This is an optimization exercise on Yosys and OpenROAD, whose aim is small area, not a production implementation. In this exercise RTL edits were held to simulation tests only and were not proved equivalent to the original. Power and IR drop assume default switching activity.

===== flow/config.mk =====
export PLATFORM = sky130hd
export DESIGN_NAME = datapath
export DESIGN_NICKNAME = datapath
export VERILOG_FILES = /design/flow/design.v
export SDC_FILE = /design/flow/constraint.sdc
export NUM_CORES = 8
export LEC_CHECK = 0
export CAP_MARGIN = 5
export CORE_MARGIN = 2
export CORE_UTILIZATION = 40
export SLEW_MARGIN = 5
export SYNTH_HIERARCHICAL = 1

===== flow/constraint.sdc =====
create_clock -name core_clock -period 12.0 [get_ports {clk}]
set_input_delay 2.4000 -clock core_clock [delete_from_list [all_inputs] [get_ports {clk}]]
set_output_delay 2.4000 -clock core_clock [all_outputs]
set_load 0.01 [all_outputs]

===== flow/design.v =====
`default_nettype none
package datapath_pkg;
    localparam logic [1:0]  c_OP_DP  = 2'b00;
    localparam logic [1:0]  c_OP_MEM = 2'b01;
    localparam logic [1:0]  c_OP_BR  = 2'b10;
    localparam logic [3:0]  c_CMD_AND = 4'b0000;
    localparam logic [3:0]  c_CMD_SUB = 4'b0010;
    localparam logic [3:0]  c_CMD_ADD = 4'b0100;
    localparam logic [3:0]  c_CMD_ORR = 4'b1100;
    localparam logic [3:0]  c_CMD_MOV = 4'b1101;
    localparam logic [31:0] c_RESET_PC = 32'h0000_0000;
    localparam int          c_NUM_REGS = 15;
endpackage
`default_nettype wire
`default_nettype none
module datapath_regfile
(
    input  logic        clk,
    input  logic [14:0] i_we,       
    input  logic [31:0] i_wdata,    
    output logic [479:0] o_q        
);
    for (genvar i = 0; i < datapath_pkg::c_NUM_REGS; i++) begin : g_reg
        logic [31:0] r_q;
        always_ff @(posedge clk) begin
            if (i_we[i]) begin
                r_q <= i_wdata;
            end
        end
        assign o_q[32*i +: 32] = r_q;
    end
endmodule
module datapath_aoi222
(
    input  logic a1, a2, b1, b2, c1, c2,
    output logic y
);
    assign y = ~((a1 & a2) | (b1 & b2) | (c1 & c2));
endmodule
module datapath_aoi22
(
    input  logic a1, a2, b1, b2,
    output logic y
);
    assign y = ~((a1 & a2) | (b1 & b2));
endmodule
module datapath_rmux
#(
    parameter int N   = 16,
    parameter bit INV = 1'b0
)
(
    input  logic [N-1:0] i_sel,
    input  logic [N-1:0] i_d,
    input  logic         i_inv,
    output logic         o_q
);
    localparam int G3 = N / 3;
    localparam int R  = N - 3 * G3;
    localparam int NG = G3 + ((R != 0) ? 1 : 0);
    logic [NG-1:0] w_n;
    for (genvar g = 0; g < G3; g++) begin : g_aoi
        datapath_aoi222 u_aoi (
            .a1(i_sel[3*g]),   .a2(i_d[3*g]),
            .b1(i_sel[3*g+1]), .b2(i_d[3*g+1]),
            .c1(i_sel[3*g+2]), .c2(i_d[3*g+2]),
            .y (w_n[g])
        );
    end
    if (R == 2) begin : g_r2
        datapath_aoi22 u_aoi (
            .a1(i_sel[3*G3]),   .a2(i_d[3*G3]),
            .b1(i_sel[3*G3+1]), .b2(i_d[3*G3+1]),
            .y (w_n[G3])
        );
    end else if (R == 1) begin : g_r1
        assign w_n[G3] = ~(i_sel[3*G3] & i_d[3*G3]);
    end
    if (INV) begin : g_inv
        assign o_q = (~&w_n) ^ i_inv;
    end else begin : g_noinv
        assign o_q = ~&w_n;
    end
endmodule
`default_nettype wire
`default_nettype none
module datapath
#(
    parameter logic [31:0] RESET_PC = datapath_pkg::c_RESET_PC
)
(
    input  logic        clk,
    input  logic        reset,
    input  logic [31:0] instr,
    input  logic [31:0] read_data,
    output logic [31:0] pc,
    output logic [31:0] addr_data,
    output logic [31:0] write_data,
    output logic        we
);
    logic [1:0]  w_op;
    logic        w_imm;
    logic [3:0]  w_cmd;
    logic [3:0]  w_rn;
    logic [3:0]  w_rd;
    logic [3:0]  w_rm;
    logic        w_up;
    logic        w_load;
    assign w_op   = instr[27:26];
    assign w_imm  = instr[25];
    assign w_cmd  = instr[24:21];
    assign w_up   = instr[23];
    assign w_load = instr[20];
    assign w_rn   = instr[19:16];
    assign w_rd   = instr[15:12];
    assign w_rm   = instr[3:0];
    logic w_is_dp, w_is_mem, w_is_br;
    assign w_is_dp  = (w_op == datapath_pkg::c_OP_DP);
    assign w_is_mem = (w_op == datapath_pkg::c_OP_MEM);
    assign w_is_br  = (w_op == datapath_pkg::c_OP_BR);
    logic w_cmd_add, w_cmd_sub, w_cmd_and, w_cmd_orr, w_cmd_mov;
    assign w_cmd_add = (w_cmd == datapath_pkg::c_CMD_ADD);
    assign w_cmd_sub = (w_cmd == datapath_pkg::c_CMD_SUB);
    assign w_cmd_and = (w_cmd == datapath_pkg::c_CMD_AND);
    assign w_cmd_orr = (w_cmd == datapath_pkg::c_CMD_ORR);
    assign w_cmd_mov = (w_cmd == datapath_pkg::c_CMD_MOV);
    logic w_dp_arith, w_dp_logic, w_dp_valid;
    assign w_dp_arith = w_is_dp & (w_cmd_add | w_cmd_sub);
    assign w_dp_logic = w_is_dp & (w_cmd_and | w_cmd_orr);
    assign w_dp_valid = w_is_dp & (w_cmd_add | w_cmd_sub | w_cmd_and | w_cmd_orr | w_cmd_mov);
    logic w_a_en;
    assign w_a_en = w_dp_arith | w_dp_logic | w_is_mem;
    logic w_b_reg_en, w_b_imm_lo_en, w_b_imm_hi_en;
    assign w_b_reg_en    = w_dp_valid & ~w_imm;
    assign w_b_imm_lo_en = (w_dp_valid & w_imm) | w_is_mem;
    assign w_b_imm_hi_en = w_is_mem;
    logic w_sub;
    assign w_sub = (w_is_dp & w_cmd_sub) | (w_is_mem & ~w_up);
    logic w_sub_x, w_is_br_x, w_b_imm_lo_en_x, w_b_imm_hi_en_x;
    datapath_drv #(.W(4)) u_drv_bc (
        .i_n (~{w_sub, w_is_br, w_b_imm_hi_en, w_b_imm_lo_en}),
        .o   ({w_sub_x, w_is_br_x, w_b_imm_hi_en_x, w_b_imm_lo_en_x})
    );
    logic [31:2] r_pc;
    logic [31:3] w_pc_inc;       
    logic [31:0] w_pc_plus8;
    assign w_pc_inc   = r_pc[31:3] + 29'd1;
    assign w_pc_plus8 = {w_pc_inc, r_pc[2], RESET_PC[1:0]};
    logic [15:0] w_dec_rn, w_dec_rd, w_dec_rm;
    always_comb begin
        for (int k = 0; k < 16; k++) begin
            w_dec_rn[k] = (w_rn == 4'(k));
            w_dec_rd[k] = (w_rd == 4'(k));
            w_dec_rm[k] = (w_rm == 4'(k));
        end
    end
    logic [15:0] w_sel_a, w_sel_b, w_sel_d;
    datapath_drv #(.W(16)) u_drv_a (
        .i_n (~{(w_dec_rn[15] & w_a_en) | w_is_br, w_dec_rn[14:0] & {15{w_a_en}}}),
        .o   (w_sel_a)
    );
    datapath_drv #(.W(16)) u_drv_b (.i_n(~(w_dec_rm & {16{w_b_reg_en}})), .o(w_sel_b));
    datapath_drv #(.W(16)) u_drv_d (.i_n(~w_dec_rd), .o(w_sel_d));
    logic        w_reg_wen;
    logic [14:0] w_we;
    logic [31:0] w_wdata;
    logic [479:0] w_regs;
    datapath_regfile u_regfile (
        .clk     (clk),
        .i_we    (w_we),
        .i_wdata (w_wdata),
        .o_q     (w_regs)
    );
    logic [31:0] w_a;
    logic [31:0] w_bx;       
    logic [31:0] w_rd_val;
    for (genvar b = 0; b < 32; b++) begin : g_bit
        logic [15:0] w_col;
        for (genvar k = 0; k < 15; k++) begin : g_col
            assign w_col[k] = w_regs[32*k + b];
        end
        assign w_col[15] = w_pc_plus8[b];
        if (b < 2 && !RESET_PC[b]) begin : g_lo0
            datapath_rmux #(.N(15)) u_ma (.i_sel(w_sel_a[14:0]), .i_d(w_col[14:0]), .i_inv(1'b0), .o_q(w_a[b]));
            datapath_rmux #(.N(15)) u_md (.i_sel(w_sel_d[14:0]), .i_d(w_col[14:0]), .i_inv(1'b0), .o_q(w_rd_val[b]));
        end else begin : g_r15
            datapath_rmux #(.N(16)) u_ma (.i_sel(w_sel_a), .i_d(w_col), .i_inv(1'b0), .o_q(w_a[b]));
            datapath_rmux #(.N(16)) u_md (.i_sel(w_sel_d), .i_d(w_col), .i_inv(1'b0), .o_q(w_rd_val[b]));
        end
        if (b < 2 && !RESET_PC[b]) begin : g_b_lo0
            datapath_rmux #(.N(16), .INV(1'b1)) u_mb (
                .i_sel ({w_b_imm_lo_en_x, w_sel_b[14:0]}),
                .i_d   ({instr[b], w_col[14:0]}),
                .i_inv (w_sub_x),
                .o_q   (w_bx[b])
            );
        end else if (b < 2) begin : g_b_lo
            datapath_rmux #(.N(17), .INV(1'b1)) u_mb (
                .i_sel ({w_b_imm_lo_en_x, w_sel_b}),
                .i_d   ({instr[b], w_col}),
                .i_inv (w_sub_x),
                .o_q   (w_bx[b])
            );
        end else if (b < 12) begin : g_b_mid
            datapath_rmux #(.N(18), .INV(1'b1)) u_mb (
                .i_sel ({w_is_br_x, (b < 8) ? w_b_imm_lo_en_x : w_b_imm_hi_en_x, w_sel_b}),
                .i_d   ({instr[b-2], instr[b], w_col}),
                .i_inv (w_sub_x),
                .o_q   (w_bx[b])
            );
        end else begin : g_b_hi
            datapath_rmux #(.N(17), .INV(1'b1)) u_mb (
                .i_sel ({w_is_br_x, w_sel_b}),
                .i_d   ({instr[(b < 26) ? b-2 : 23], w_col}),
                .i_inv (w_sub_x),
                .o_q   (w_bx[b])
            );
        end
    end
    logic [31:0] w_c, w_g, w_p;
    datapath_adder u_adder (.i_a(w_a), .i_b(w_bx), .i_cin(w_sub), .o_c(w_c), .o_g(w_g), .o_p(w_p));
    logic w_s_c, w_s_g, w_s_p;
    datapath_drv #(.W(3)) u_drv_r (
        .i_n (~{w_dp_logic & ~w_cmd[3], w_dp_logic, ~w_dp_logic}),
        .o   ({w_s_p, w_s_g, w_s_c})
    );
    logic [31:0] w_cx_n;
    logic [31:0] w_result;
    for (genvar b = 0; b < 32; b++) begin : g_res
        datapath_aoi222 u_aoi (
            .a1(w_s_c), .a2(w_c[b]),
            .b1(w_s_g), .b2(w_g[b]),
            .c1(w_s_p), .c2(w_p[b]),
            .y (w_cx_n[b])
        );
    end
    for (genvar b = 0; b < 32; b++) begin : g_sum
        datapath_xnor2 u_x (.a(w_p[b]), .b(w_cx_n[b]), .y(w_result[b]));
    end
    logic [31:0] w_sum;
    assign w_sum = w_result;      
    assign w_reg_wen = w_dp_valid | (w_is_mem & w_load);
    logic w_s_ld, w_s_res;
    datapath_drv #(.W(2)) u_drv_w (
        .i_n (~{~w_is_mem & ~reset, w_is_mem & ~reset}),
        .o   ({w_s_res, w_s_ld})
    );
    for (genvar b = 0; b < 32; b++) begin : g_wd
        datapath_ao22 u_ao (.a1(w_s_ld), .a2(read_data[b]), .b1(w_s_res), .b2(w_result[b]), .y(w_wdata[b]));
    end
    datapath_drv #(.W(15)) u_drv_we (.i_n(~({15{reset}} | (w_dec_rd[14:0] & {15{w_reg_wen}}))), .o(w_we));
    logic w_s_br, w_s_inc, w_s_hold;
    datapath_drv #(.W(3)) u_drv_p (
        .i_n (~{~w_is_br & ~reset & ~r_pc[2], ~w_is_br & ~reset & r_pc[2], w_is_br & ~reset}),
        .o   ({w_s_hold, w_s_inc, w_s_br})
    );
    logic [31:2] w_next_pc_n;
    for (genvar b = 3; b < 32; b++) begin : g_npc
        datapath_aoi222 u_aoi (
            .a1(w_s_br),   .a2(w_sum[b]),
            .b1(w_s_inc),  .b2(w_pc_plus8[b]),
            .c1(w_s_hold), .c2(r_pc[b]),
            .y (w_next_pc_n[b])
        );
    end
    assign w_next_pc_n[2] = ~((w_s_br & w_sum[2]) | (w_s_inc | w_s_hold) & ~r_pc[2]);
    always_ff @(posedge clk) begin
        r_pc <= ~w_next_pc_n | ({30{reset}} & RESET_PC[31:2]);
    end
    assign pc         = {r_pc, RESET_PC[1:0]};
    assign addr_data  = w_result;
    assign write_data = w_rd_val;
    assign we         = w_is_mem & ~w_load & ~reset;
endmodule
module datapath_drv
#(
    parameter int W = 1
)
(
    input  logic [W-1:0] i_n,
    output logic [W-1:0] o
);
    for (genvar k = 0; k < W; k++) begin : g_k
        datapath_inv u_i (.a(i_n[k]), .y(o[k]));
    end
endmodule
module datapath_inv
(
    input  logic a,
    output logic y
);
    assign y = ~a;
endmodule
module datapath_xnor2
(
    input  logic a, b,
    output logic y
);
    assign y = ~(a ^ b);
endmodule
module datapath_ao22
(
    input  logic a1, a2, b1, b2,
    output logic y
);
    assign y = (a1 & a2) | (b1 & b2);
endmodule
module datapath_ha
(
    input  logic a, b,
    output logic g, p
);
    assign g = a & b;
    assign p = a ^ b;
endmodule
module datapath_adder
(
    input  logic [31:0] i_a,
    input  logic [31:0] i_b,
    input  logic        i_cin,
    output logic [31:0] o_c,        
    output logic [31:0] o_g,
    output logic [31:0] o_p
);
    logic [31:0] i_g, i_p;
    for (genvar i = 0; i < 32; i++) begin : g_ha
        datapath_ha u_ha (.a(i_a[i]), .b(i_b[i]), .g(i_g[i]), .p(i_p[i]));
    end
    assign o_g = i_g;
    assign o_p = i_p;
    logic w_g1, w_g2, w_g3, w_p4, w_g5, w_p6, w_g7, w_p8, w_g9, w_p10, w_g11, w_p12, w_g13, w_p14, w_g15, w_p16, w_g17, w_p18, w_g19, w_p20, w_g21, w_p22, w_g23, w_p24, w_g25, w_p26, w_g27, w_p28, w_g29, w_p30, w_g31, w_p32, w_g33, w_g34, w_p35, w_g36, w_p37, w_g38, w_p39, w_g40, w_p41, w_g42, w_p43, w_g44, w_p45, w_g46, w_p47, w_g48, w_g49, w_p50, w_g51, w_p52, w_g53, w_p54, w_g55, w_g56, w_p57, w_g58, w_i59, w_g60, w_i61, w_g62, w_g63, w_g64, w_i65, w_g66, w_g67, w_g68, w_i69, w_g70, w_g71, w_i72, w_g73, w_g74, w_i75, w_g76, w_g77, w_g78, w_i79, w_g80, w_g81, w_i82, w_g83, w_g84, w_g85, w_g86, w_i87, w_g88, w_g89, w_g90, w_g91, w_i92, w_g93, w_g94, w_i95, w_i96, w_i97, w_i98, w_i99, w_i100, w_i101, w_i102, w_i103, w_i104, w_i105, w_i106, w_i107, w_i108, w_i109, w_i110, w_i111, w_i112, w_i113, w_i114;
    assign w_g1 = i_g[0] | (i_p[0] & i_cin);
    datapath_aoi21 u_w_g2 (.a1(i_p[1]), .a2(w_g1), .b1(i_g[1]), .y(w_g2));
    datapath_aoi21 u_w_g3 (.a1(i_p[3]), .a2(i_g[2]), .b1(i_g[3]), .y(w_g3));
    datapath_nand2 u_w_p4 (.a(i_p[3]), .b(i_p[2]), .y(w_p4));
    datapath_aoi21 u_w_g5 (.a1(i_p[5]), .a2(i_g[4]), .b1(i_g[5]), .y(w_g5));
    datapath_nand2 u_w_p6 (.a(i_p[5]), .b(i_p[4]), .y(w_p6));
    datapath_aoi21 u_w_g7 (.a1(i_p[7]), .a2(i_g[6]), .b1(i_g[7]), .y(w_g7));
    datapath_nand2 u_w_p8 (.a(i_p[7]), .b(i_p[6]), .y(w_p8));
    datapath_aoi21 u_w_g9 (.a1(i_p[9]), .a2(i_g[8]), .b1(i_g[9]), .y(w_g9));
    datapath_nand2 u_w_p10 (.a(i_p[9]), .b(i_p[8]), .y(w_p10));
    datapath_aoi21 u_w_g11 (.a1(i_p[11]), .a2(i_g[10]), .b1(i_g[11]), .y(w_g11));
    datapath_nand2 u_w_p12 (.a(i_p[11]), .b(i_p[10]), .y(w_p12));
    datapath_aoi21 u_w_g13 (.a1(i_p[13]), .a2(i_g[12]), .b1(i_g[13]), .y(w_g13));
    datapath_nand2 u_w_p14 (.a(i_p[13]), .b(i_p[12]), .y(w_p14));
    datapath_aoi21 u_w_g15 (.a1(i_p[15]), .a2(i_g[14]), .b1(i_g[15]), .y(w_g15));
    datapath_nand2 u_w_p16 (.a(i_p[15]), .b(i_p[14]), .y(w_p16));
    datapath_aoi21 u_w_g17 (.a1(i_p[17]), .a2(i_g[16]), .b1(i_g[17]), .y(w_g17));
    datapath_nand2 u_w_p18 (.a(i_p[17]), .b(i_p[16]), .y(w_p18));
    datapath_aoi21 u_w_g19 (.a1(i_p[19]), .a2(i_g[18]), .b1(i_g[19]), .y(w_g19));
    datapath_nand2 u_w_p20 (.a(i_p[19]), .b(i_p[18]), .y(w_p20));
    datapath_aoi21 u_w_g21 (.a1(i_p[21]), .a2(i_g[20]), .b1(i_g[21]), .y(w_g21));
    datapath_nand2 u_w_p22 (.a(i_p[21]), .b(i_p[20]), .y(w_p22));
    datapath_aoi21 u_w_g23 (.a1(i_p[23]), .a2(i_g[22]), .b1(i_g[23]), .y(w_g23));
    datapath_nand2 u_w_p24 (.a(i_p[23]), .b(i_p[22]), .y(w_p24));
    datapath_aoi21 u_w_g25 (.a1(i_p[25]), .a2(i_g[24]), .b1(i_g[25]), .y(w_g25));
    datapath_nand2 u_w_p26 (.a(i_p[25]), .b(i_p[24]), .y(w_p26));
    datapath_aoi21 u_w_g27 (.a1(i_p[27]), .a2(i_g[26]), .b1(i_g[27]), .y(w_g27));
    datapath_nand2 u_w_p28 (.a(i_p[27]), .b(i_p[26]), .y(w_p28));
    datapath_aoi21 u_w_g29 (.a1(i_p[29]), .a2(i_g[28]), .b1(i_g[29]), .y(w_g29));
    datapath_nand2 u_w_p30 (.a(i_p[29]), .b(i_p[28]), .y(w_p30));
    datapath_aoi21 u_w_g31 (.a1(i_p[31]), .a2(i_g[30]), .b1(i_g[31]), .y(w_g31));
    datapath_nand2 u_w_p32 (.a(i_p[31]), .b(i_p[30]), .y(w_p32));
    datapath_oai21 u_w_g33 (.a1(w_p4), .a2(w_g2), .b1(w_g3), .y(w_g33));
    datapath_oai21 u_w_g34 (.a1(w_p8), .a2(w_g5), .b1(w_g7), .y(w_g34));
    datapath_nor2 u_w_p35 (.a(w_p8), .b(w_p6), .y(w_p35));
    datapath_oai21 u_w_g36 (.a1(w_p12), .a2(w_g9), .b1(w_g11), .y(w_g36));
    datapath_nor2 u_w_p37 (.a(w_p12), .b(w_p10), .y(w_p37));
    datapath_oai21 u_w_g38 (.a1(w_p16), .a2(w_g13), .b1(w_g15), .y(w_g38));
    datapath_nor2 u_w_p39 (.a(w_p16), .b(w_p14), .y(w_p39));
    datapath_oai21 u_w_g40 (.a1(w_p20), .a2(w_g17), .b1(w_g19), .y(w_g40));
    datapath_nor2 u_w_p41 (.a(w_p20), .b(w_p18), .y(w_p41));
    datapath_oai21 u_w_g42 (.a1(w_p24), .a2(w_g21), .b1(w_g23), .y(w_g42));
    datapath_nor2 u_w_p43 (.a(w_p24), .b(w_p22), .y(w_p43));
    datapath_oai21 u_w_g44 (.a1(w_p28), .a2(w_g25), .b1(w_g27), .y(w_g44));
    datapath_nor2 u_w_p45 (.a(w_p28), .b(w_p26), .y(w_p45));
    datapath_oai21 u_w_g46 (.a1(w_p32), .a2(w_g29), .b1(w_g31), .y(w_g46));
    datapath_nor2 u_w_p47 (.a(w_p32), .b(w_p30), .y(w_p47));
    datapath_aoi21 u_w_g48 (.a1(w_p35), .a2(w_g33), .b1(w_g34), .y(w_g48));
    datapath_aoi21 u_w_g49 (.a1(w_p39), .a2(w_g36), .b1(w_g38), .y(w_g49));
    datapath_nand2 u_w_p50 (.a(w_p39), .b(w_p37), .y(w_p50));
    datapath_aoi21 u_w_g51 (.a1(w_p43), .a2(w_g40), .b1(w_g42), .y(w_g51));
    datapath_nand2 u_w_p52 (.a(w_p43), .b(w_p41), .y(w_p52));
    datapath_aoi21 u_w_g53 (.a1(w_p47), .a2(w_g44), .b1(w_g46), .y(w_g53));
    datapath_nand2 u_w_p54 (.a(w_p47), .b(w_p45), .y(w_p54));
    datapath_oai21 u_w_g55 (.a1(w_p50), .a2(w_g48), .b1(w_g49), .y(w_g55));
    datapath_oai21 u_w_g56 (.a1(w_p54), .a2(w_g51), .b1(w_g53), .y(w_g56));
    datapath_nor2 u_w_p57 (.a(w_p54), .b(w_p52), .y(w_p57));
    datapath_aoi21 u_w_g58 (.a1(w_p57), .a2(w_g55), .b1(w_g56), .y(w_g58));
    datapath_inv u_w_i59 (.a(w_g55), .y(w_i59));
    datapath_oai21 u_w_g60 (.a1(w_p52), .a2(w_i59), .b1(w_g51), .y(w_g60));
    datapath_inv u_w_i61 (.a(w_g48), .y(w_i61));
    datapath_aoi21 u_w_g62 (.a1(w_p37), .a2(w_i61), .b1(w_g36), .y(w_g62));
    datapath_aoi21 u_w_g63 (.a1(w_p41), .a2(w_g55), .b1(w_g40), .y(w_g63));
    datapath_aoi21 u_w_g64 (.a1(w_p45), .a2(w_g60), .b1(w_g44), .y(w_g64));
    datapath_inv u_w_i65 (.a(w_g33), .y(w_i65));
    datapath_oai21 u_w_g66 (.a1(w_p6), .a2(w_i65), .b1(w_g5), .y(w_g66));
    datapath_oai21 u_w_g67 (.a1(w_p10), .a2(w_g48), .b1(w_g9), .y(w_g67));
    datapath_oai21 u_w_g68 (.a1(w_p14), .a2(w_g62), .b1(w_g13), .y(w_g68));
    datapath_inv u_w_i69 (.a(w_g55), .y(w_i69));
    datapath_oai21 u_w_g70 (.a1(w_p18), .a2(w_i69), .b1(w_g17), .y(w_g70));
    datapath_oai21 u_w_g71 (.a1(w_p22), .a2(w_g63), .b1(w_g21), .y(w_g71));
    datapath_inv u_w_i72 (.a(w_g60), .y(w_i72));
    datapath_oai21 u_w_g73 (.a1(w_p26), .a2(w_i72), .b1(w_g25), .y(w_g73));
    datapath_oai21 u_w_g74 (.a1(w_p30), .a2(w_g64), .b1(w_g29), .y(w_g74));
    datapath_inv u_w_i75 (.a(w_g2), .y(w_i75));
    datapath_aoi21 u_w_g76 (.a1(i_p[2]), .a2(w_i75), .b1(i_g[2]), .y(w_g76));
    datapath_aoi21 u_w_g77 (.a1(i_p[4]), .a2(w_g33), .b1(i_g[4]), .y(w_g77));
    datapath_aoi21 u_w_g78 (.a1(i_p[6]), .a2(w_g66), .b1(i_g[6]), .y(w_g78));
    datapath_inv u_w_i79 (.a(w_g48), .y(w_i79));
    datapath_aoi21 u_w_g80 (.a1(i_p[8]), .a2(w_i79), .b1(i_g[8]), .y(w_g80));
    datapath_aoi21 u_w_g81 (.a1(i_p[10]), .a2(w_g67), .b1(i_g[10]), .y(w_g81));
    datapath_inv u_w_i82 (.a(w_g62), .y(w_i82));
    datapath_aoi21 u_w_g83 (.a1(i_p[12]), .a2(w_i82), .b1(i_g[12]), .y(w_g83));
    datapath_aoi21 u_w_g84 (.a1(i_p[14]), .a2(w_g68), .b1(i_g[14]), .y(w_g84));
    datapath_aoi21 u_w_g85 (.a1(i_p[16]), .a2(w_g55), .b1(i_g[16]), .y(w_g85));
    datapath_aoi21 u_w_g86 (.a1(i_p[18]), .a2(w_g70), .b1(i_g[18]), .y(w_g86));
    datapath_inv u_w_i87 (.a(w_g63), .y(w_i87));
    datapath_aoi21 u_w_g88 (.a1(i_p[20]), .a2(w_i87), .b1(i_g[20]), .y(w_g88));
    datapath_aoi21 u_w_g89 (.a1(i_p[22]), .a2(w_g71), .b1(i_g[22]), .y(w_g89));
    datapath_aoi21 u_w_g90 (.a1(i_p[24]), .a2(w_g60), .b1(i_g[24]), .y(w_g90));
    datapath_aoi21 u_w_g91 (.a1(i_p[26]), .a2(w_g73), .b1(i_g[26]), .y(w_g91));
    datapath_inv u_w_i92 (.a(w_g64), .y(w_i92));
    datapath_aoi21 u_w_g93 (.a1(i_p[28]), .a2(w_i92), .b1(i_g[28]), .y(w_g93));
    datapath_aoi21 u_w_g94 (.a1(i_p[30]), .a2(w_g74), .b1(i_g[30]), .y(w_g94));
    datapath_inv u_w_i95 (.a(w_g2), .y(w_i95));
    datapath_inv u_w_i96 (.a(w_g76), .y(w_i96));
    datapath_inv u_w_i97 (.a(w_g77), .y(w_i97));
    datapath_inv u_w_i98 (.a(w_g78), .y(w_i98));
    datapath_inv u_w_i99 (.a(w_g48), .y(w_i99));
    datapath_inv u_w_i100 (.a(w_g80), .y(w_i100));
    datapath_inv u_w_i101 (.a(w_g81), .y(w_i101));
    datapath_inv u_w_i102 (.a(w_g62), .y(w_i102));
    datapath_inv u_w_i103 (.a(w_g83), .y(w_i103));
    datapath_inv u_w_i104 (.a(w_g84), .y(w_i104));
    datapath_inv u_w_i105 (.a(w_g85), .y(w_i105));
    datapath_inv u_w_i106 (.a(w_g86), .y(w_i106));
    datapath_inv u_w_i107 (.a(w_g63), .y(w_i107));
    datapath_inv u_w_i108 (.a(w_g88), .y(w_i108));
    datapath_inv u_w_i109 (.a(w_g89), .y(w_i109));
    datapath_inv u_w_i110 (.a(w_g90), .y(w_i110));
    datapath_inv u_w_i111 (.a(w_g91), .y(w_i111));
    datapath_inv u_w_i112 (.a(w_g64), .y(w_i112));
    datapath_inv u_w_i113 (.a(w_g93), .y(w_i113));
    datapath_inv u_w_i114 (.a(w_g94), .y(w_i114));
    assign o_c = {w_i114, w_g74, w_i113, w_i112, w_i111, w_g73, w_i110, w_g60, w_i109, w_g71, w_i108, w_i107, w_i106, w_g70, w_i105, w_g55, w_i104, w_g68, w_i103, w_i102, w_i101, w_g67, w_i100, w_i99, w_i98, w_g66, w_i97, w_g33, w_i96, w_i95, w_g1, i_cin};
endmodule
module datapath_aoi21
(
    input  logic a1, a2, b1,
    output logic y
);
    assign y = ~((a1 & a2) | b1);
endmodule
module datapath_oai21
(
    input  logic a1, a2, b1,
    output logic y
);
    assign y = ~((a1 | a2) & b1);
endmodule
module datapath_nand2
(
    input  logic a, b,
    output logic y
);
    assign y = ~(a & b);
endmodule
module datapath_nor2
(
    input  logic a, b,
    output logic y
);
    assign y = ~(a | b);
endmodule
`default_nettype wire

===== flow/flow/run.sh =====
#!/bin/bash
# Own layout flow: the standard ORFS flow (standard.sh), with three changes
# to how the layout is made:
#  - after floorplanning, combinational cells that synthesis upsized go back
#    to drive strength 1, and inverters become inv_2, which has the same area
#    (flow/downsize.tcl); placement's repair then resizes or buffers where a
#    net needs it,
#  - the port buffers are buf_1 instead of the default delay-cell buffer,
#  - the clock tree uses clkbuf_8 buffers on clusters of up to 16 sinks and no
#    dummy loads.
# Synthesis, floorplan, tap cells, power grid, placement, routing and
# finishing are otherwise the standard flow's. Each ORFS step writes its own
# log under orfs/logs/; make's own output goes to flow_make.log here.
set -euo pipefail
export POST_FLOORPLAN_TCL="$PWD/flow/downsize.tcl"
export BUFFER_PORTS_ARGS="-buffer_cell sky130_fd_sc_hd__buf_1"
export CTS_ARGS="-sink_clustering_enable -repair_clock_nets -dont_use_dummy_load -buf_list sky130_fd_sc_hd__clkbuf_8 -sink_clustering_size 16 -sink_clustering_max_diameter 100"
bash standard.sh > flow_make.log 2>&1

===== flow/flow/downsize.tcl =====
# Swap every combinational cell that synthesis gave a drive strength above 1
# for the drive-1 cell of the same function (inverters become inv_2, which has
# the area of inv_1); the placement-stage repair
# resizes or buffers again where a net needs the drive.
set db [ord::get_db]
set n 0
set inv2 [$db findMaster sky130_fd_sc_hd__inv_2]
foreach inst [[ord::get_db_block] getInsts] {
  set m [[$inst getMaster] getName]
  if {![regexp {^(sky130_fd_sc_hd__[a-z0-9]+)_([0-9]+)$} $m -> base drv]} { continue }
  # inv_2 has the area of inv_1 and twice its drive
  if {$base eq "sky130_fd_sc_hd__inv"} {
    if {$drv != 2 && ![catch {replace_cell [$inst getName] sky130_fd_sc_hd__inv_2}]} { incr n }
    continue
  }
  if {$drv <= 1} { continue }
  if {[regexp {df|dl|edf|sdf|conb|tap|fill|decap|clk|diode} $base]} { continue }
  set new "${base}_1"
  if {[$db findMaster $new] == "NULL"} { continue }
  if {[catch {replace_cell [$inst getName] $new}]} { continue }
  incr n
}
puts "downsize hook: swapped $n cells to drive 1"

===== flow/standard.sh =====
#!/bin/bash
# synth_recipe.tcl (not shown) runs the flow's synth.tcl, then flattens the netlist and writes it again
# the make line also repeats each setting of config.mk as NAME=value (left out here)
make -C /OpenROAD-flow-scripts/flow DESIGN_CONFIG=/design/flow/config.mk WORK_HOME=/design/flow/orfs CLKGATE_MAP_FILE= SYNTH_SCRIPT=/design/flow/synth_recipe.tcl "${@:-finish}"

==> run summary <==
-- logic make-up after synthesis --
logic type / Yosys count
AO/OA/AOI/OAI: 679
multiplexers: 1
buffers and inverters: 189
flip-flops: 510
adder cells (fa/ha/maj): 33
XOR/XNOR: 92
AND/OR/NAND/NOR: 442
other: 1
-- per-layer routing --
| layer | up-vias | share of wire, % |
|---|---|---|
| met5 | - | 0.044 |
| met4 | 4 | 7.5 |
| met3 | 574 | 18 |
| met2 | 2760 | 42 |
| met1 | 11700 | 33 |
| li1 | 9357 | - |
-- through the flow --
| step | util, % | total power (W) | instance area (um2) | instances |
|---|---|---|---|---|
| after floorplan | - | 0.00281 | 26100 | 1948 |
| after CTS | 43.4 | 0.00395 | 28000 | 3008 |
| after detailed placement | 42.6 | 0.00313 | 27500 | 2971 |
| after global routing | 43.4 | 0.00409 | 28000 | 3008 |
| after global placement | 42.6 | 0.00311 | 27500 | 2971 |
| final | 43.4 | 0.00399 | 28000 | 3010 |
-- registers in the layout, indices dropped and copies added, names as in the netlist --
signal           count
u_regfile.g.r_q    480
r_pc                30
-- modules after synthesis, one instance, submodules excluded, a selection --
module | flops+latches | cell area (um2) | copies in the design
datapath_adder | 0 | 248 | 1
datapath_oai21 | 0 | 5.00 | 16
datapath_aoi22 | 0 | 12.5 | 20
datapath | 30 | 1960 | 1
datapath_ao22 | 0 | 8.76 | 32
datapath_nand2 | 0 | 3.75 | 16
datapath_aoi21 | 0 | 8.76 | 36
datapath_xnor2 | 0 | 8.76 | 32
datapath_aoi222 | 0 | 10.0 | 551
datapath_nor2 | 0 | 3.75 | 6
datapath_ha | 0 | 12.5 | 32
datapath_inv | 0 | 3.75 | 105
datapath_regfile | 480 | 14400 | 1
-- cells in the final DEF, fill, tap and decap left out, types with 32 or more instances in the layout --
cell type / count
a22o_1: 32
a21oi_1: 52
nand4_1: 108
clkbuf_8: 37
buf_4: 58
nor2_1: 52
ha_1: 33
buf_1: 156
a222oi_1: 551
xnor2_1: 86
inv_2: 143
edfxtp_1: 480
nand2_1: 145
and3_1: 69
-- cell usage after synthesis (2+ instances only) --
cell type	number	area (um2)
a22oi_2	20	250
edfxtp_1	480	14400
inv_1	143	537
a31oi_1	2	12.5
nand2_1	145	544
clkbuf_1	9	33.8
a22o_1	32	280
dfxtp_1	30	601
nor2_2	30	188
nand3_1	30	150
ha_1	33	413
or3_1	3	18.8
xor2_1	6	52.6
nor4_1	3	18.8
nor3_1	3	15.0
a21oi_1	15	75.1
nor2b_1	12	75.1
nand2b_1	4	25.0
nor4b_2	2	30.0
and3_1	69	432
and4_1	3	26.3
buf_2	3	15.0
o21ai_1	16	80.1
a222oi_1	551	5520
xnor2_1	86	753
buf_4	34	255
nand4_1	107	669
a211oi_2	2	25.0
a21oi_2	37	324
nor2_1	22	82.6
-- final cells by class --
class                   count  area [um2]
inverters                 143         537
fillers                  6039       36500
diodes                      2        5.00
repair buffers            214        1020
clock buffers              37         509
flip-flops and latches    510       15000
well taps                 855        1070
multi-input cells        1249        9850
-- worst max-delay path: stages --
cell	delay [ns]
buf_1	0.39
mux2i_1	0.40
and3_1	0.53
nand4_1	0.19
inv_2	0.57
a222oi_1	0.19
nand2_1	0.15
a211oi_1	0.07
xnor2_1	0.15
ha_1	0.35
a21o_1	0.21
a21oi_1	0.39
o21ai_1	0.29
a21oi_1	0.20
buf_4	0.17
o21ai_1	0.37
inv_2	0.12
o21ai_1	0.20
a21oi_1	0.45
o21ai_1	0.17
a21oi_1	0.31
inv_2	0.04
a222oi_1	0.39
xnor2_1	0.24
buf_1	0.20
-- how the worst min path moves through the flow --
stage                     startpoint       end  slack (ns)  depth (start not counted)
after floorplan              r_pc[2]   r_pc[2]        0.54                          1
after global placement      r_pc[31]  r_pc[31]        0.55                          2
after detailed placement    r_pc[31]  r_pc[31]        0.55                          2
after CTS                   r_pc[31]  r_pc[31]        0.57                          2
after global routing        r_pc[31]  r_pc[31]        0.62                          2
final                       r_pc[31]  r_pc[31]        0.57                          2
-- power by group through the flow --
stage	clock network, W	logic (W)	registers, W
2_1_floorplan	0	0.000415	0.00239
3_3_place_gp	0	0.000686	0.00242
3_5_place_dp	0	0.000695	0.00244
4_1_cts	0.000852	0.000698	0.00240
5_1_grt	0.000910	0.000752	0.00243
6_report	0.000853	0.000725	0.00241
==> flow_summary.json <==
{
  "status": "timing/DRC/antenna clean",
  "critPathCaptureType": "output port",
  "grt.total_usage_pct": 34.7,
  "cts-hold-fix-buffers": 0,
  "finalCritPeriodShare_pct": 96.4,
  "drtAntennaViolNets": 0,
  "synth_top_family_by_area": "compound AO/OA/AOI/OAI gates",
  "cts_tree": "done",
  "grt_overflow": 0,
  "fmax_mhz": 86.4,
  "start_kind": "input pin",
  "root_buffer": "clkbuf_8",
  "htree_num_levels": 2,
  "rows": 93,
  "slew_viol_final": 0,
  "ys_types": 45,
  "drc": 0,
  "cts_inserted_buffers": 37,
  "skew_ns": 0.0652,
  "drt_pre_antenna_iters": 15,
  "final.min_clock_period_ns": 11.57,
  "p_sw_w": 0.00127,
  "worstPathArrival_ns": 9.17,
  "p_leak_nw": 9.42,
  "cp.required_ns": 9.60,
  "drt_iter0_drc": 7350,
  "intPower_w": 0.00272,
  "core_um2": 64500,
  "hold_viol": 0,
  "crit_end": "addr_data[31]",
  "crit_fanout": 15,
  "ys_ff_latch": 510,
  "avgSynthCellArea_um2": 13.4,
  "synthMuxAreaShare_pct": 0.0384,
  "yosysSeqAreaShare_pct": 57.6,
  "vias": 24400,
  "clkTransAtPathRegs_ns": 0.11,
  "crit_type": "input pin to output port",
  "synth_compound_area_share_pct": 25.3,
  "area_growth_pct": 7.50,
  "totalWireLength_um": 121000,
  "clockPowerShare_pct": 21.4,
  "layout-drive-gt1-share_pct": 11.1,
  "p_per_area_nw_per_um2": 142,
  "relSlewSlack_pct": 8.97,
  "synthSimpleGateAreaFrac_pct": 9.10,
  "postCtsSetupRepairBufs": 0,
  "hp-class": "register to register",
  "synthArstFlopShare_pct": 0,
  "switching_share_pct": 31.8,
  "start_util_pct": 40.4,
  "grt_pass1_wl_um": 165000,
  "wl_per_cell_um": 40.3,
  "synthFlopType": "edfxtp_1",
  "layout_setup_ws_ns": 0.428,
  "ys_warn_count": 8,
  "gr-usage-met1_pct": 43.6,
  "whs_ns": 0.573,
  "syn_area_um2": 26000,
  "viasPerCell": 8.11,
  "use_met2_pct": 51.5,
  "place_congestion": 0.969,
  "die-height_um": 259,
  "comb_power_share_pct": 18.2,
  "syn_inst": 1947,
  "finalSetupViolations": 0,
  "synth-adder-area-share_pct": 1.59,
  "fin_tns_setup_ns": 0,
  "rr_endpoint": "u_regfile.g_reg[0].r_q[31]",
  "grtUsageMet3_pct": 11.5,
  "first_global_vias": 23100,
  "r2r_cells": 22,
  "pin_count": 163,
  "clock_sinks": 510,
  "clock_latency_ns": 0.68,
  "cts_resized": 0,
  "die_w_um": 259,
  "die_area_um2": 67200,
  "top_usage_layer": "met2",
  "rsz0062_at_grt": "false",
  "tightest_slew_ns": 1.36,
  "hpwl_um": 70800,
  "peakVddDrop_v": 0.0000939,
  "maxCapViolCount": 0,
  "fin_nets": 2254,
  "r2r-start": "r_pc[3]",
  "pre_cts_ws_ns": 0.870,
  "antenna_found_initial": 2,
  "io_buffers": 156,
  "synth_xor_area_share_pct": 3.09,
  "clockBufferDepth": 3,
  "seqPwrFrac_pct": 60.4,
  "rrSetupSlack_ns": 5.10,
  "critical_path.startpoint": "instr[23]",
  "grt_max_degree": 33,
  "synth_edf_count": 480
}

-- static timing again, ports no longer ideal --
No port has a modelled driver above. Below, the same layout with a new extraction and two added sets of constraints. Step 1: set_driving_cell puts a clkbuf_16 on clk and a buf_2 on each other input, an assumption about the parent block. Step 2 moves the port delays by t, midway between the first and last clock arrival at a register: inputs arrive t later, outputs are due t later. That takes back most of the time a late clock gives input paths. a / b / c = no drivers / after step 1 / after step 2; a / b = the first two.
t, ns: 0.704
setup slack, ns: 0.428 / 0.399 / 0.399
slew at the worst register clock pin (ns): 0.12 / 0.12
After both steps this run still meets setup and hold. For this run, drivers alone change the setup slack by -0.029 ns; drivers and shift together by -0.029 ns.
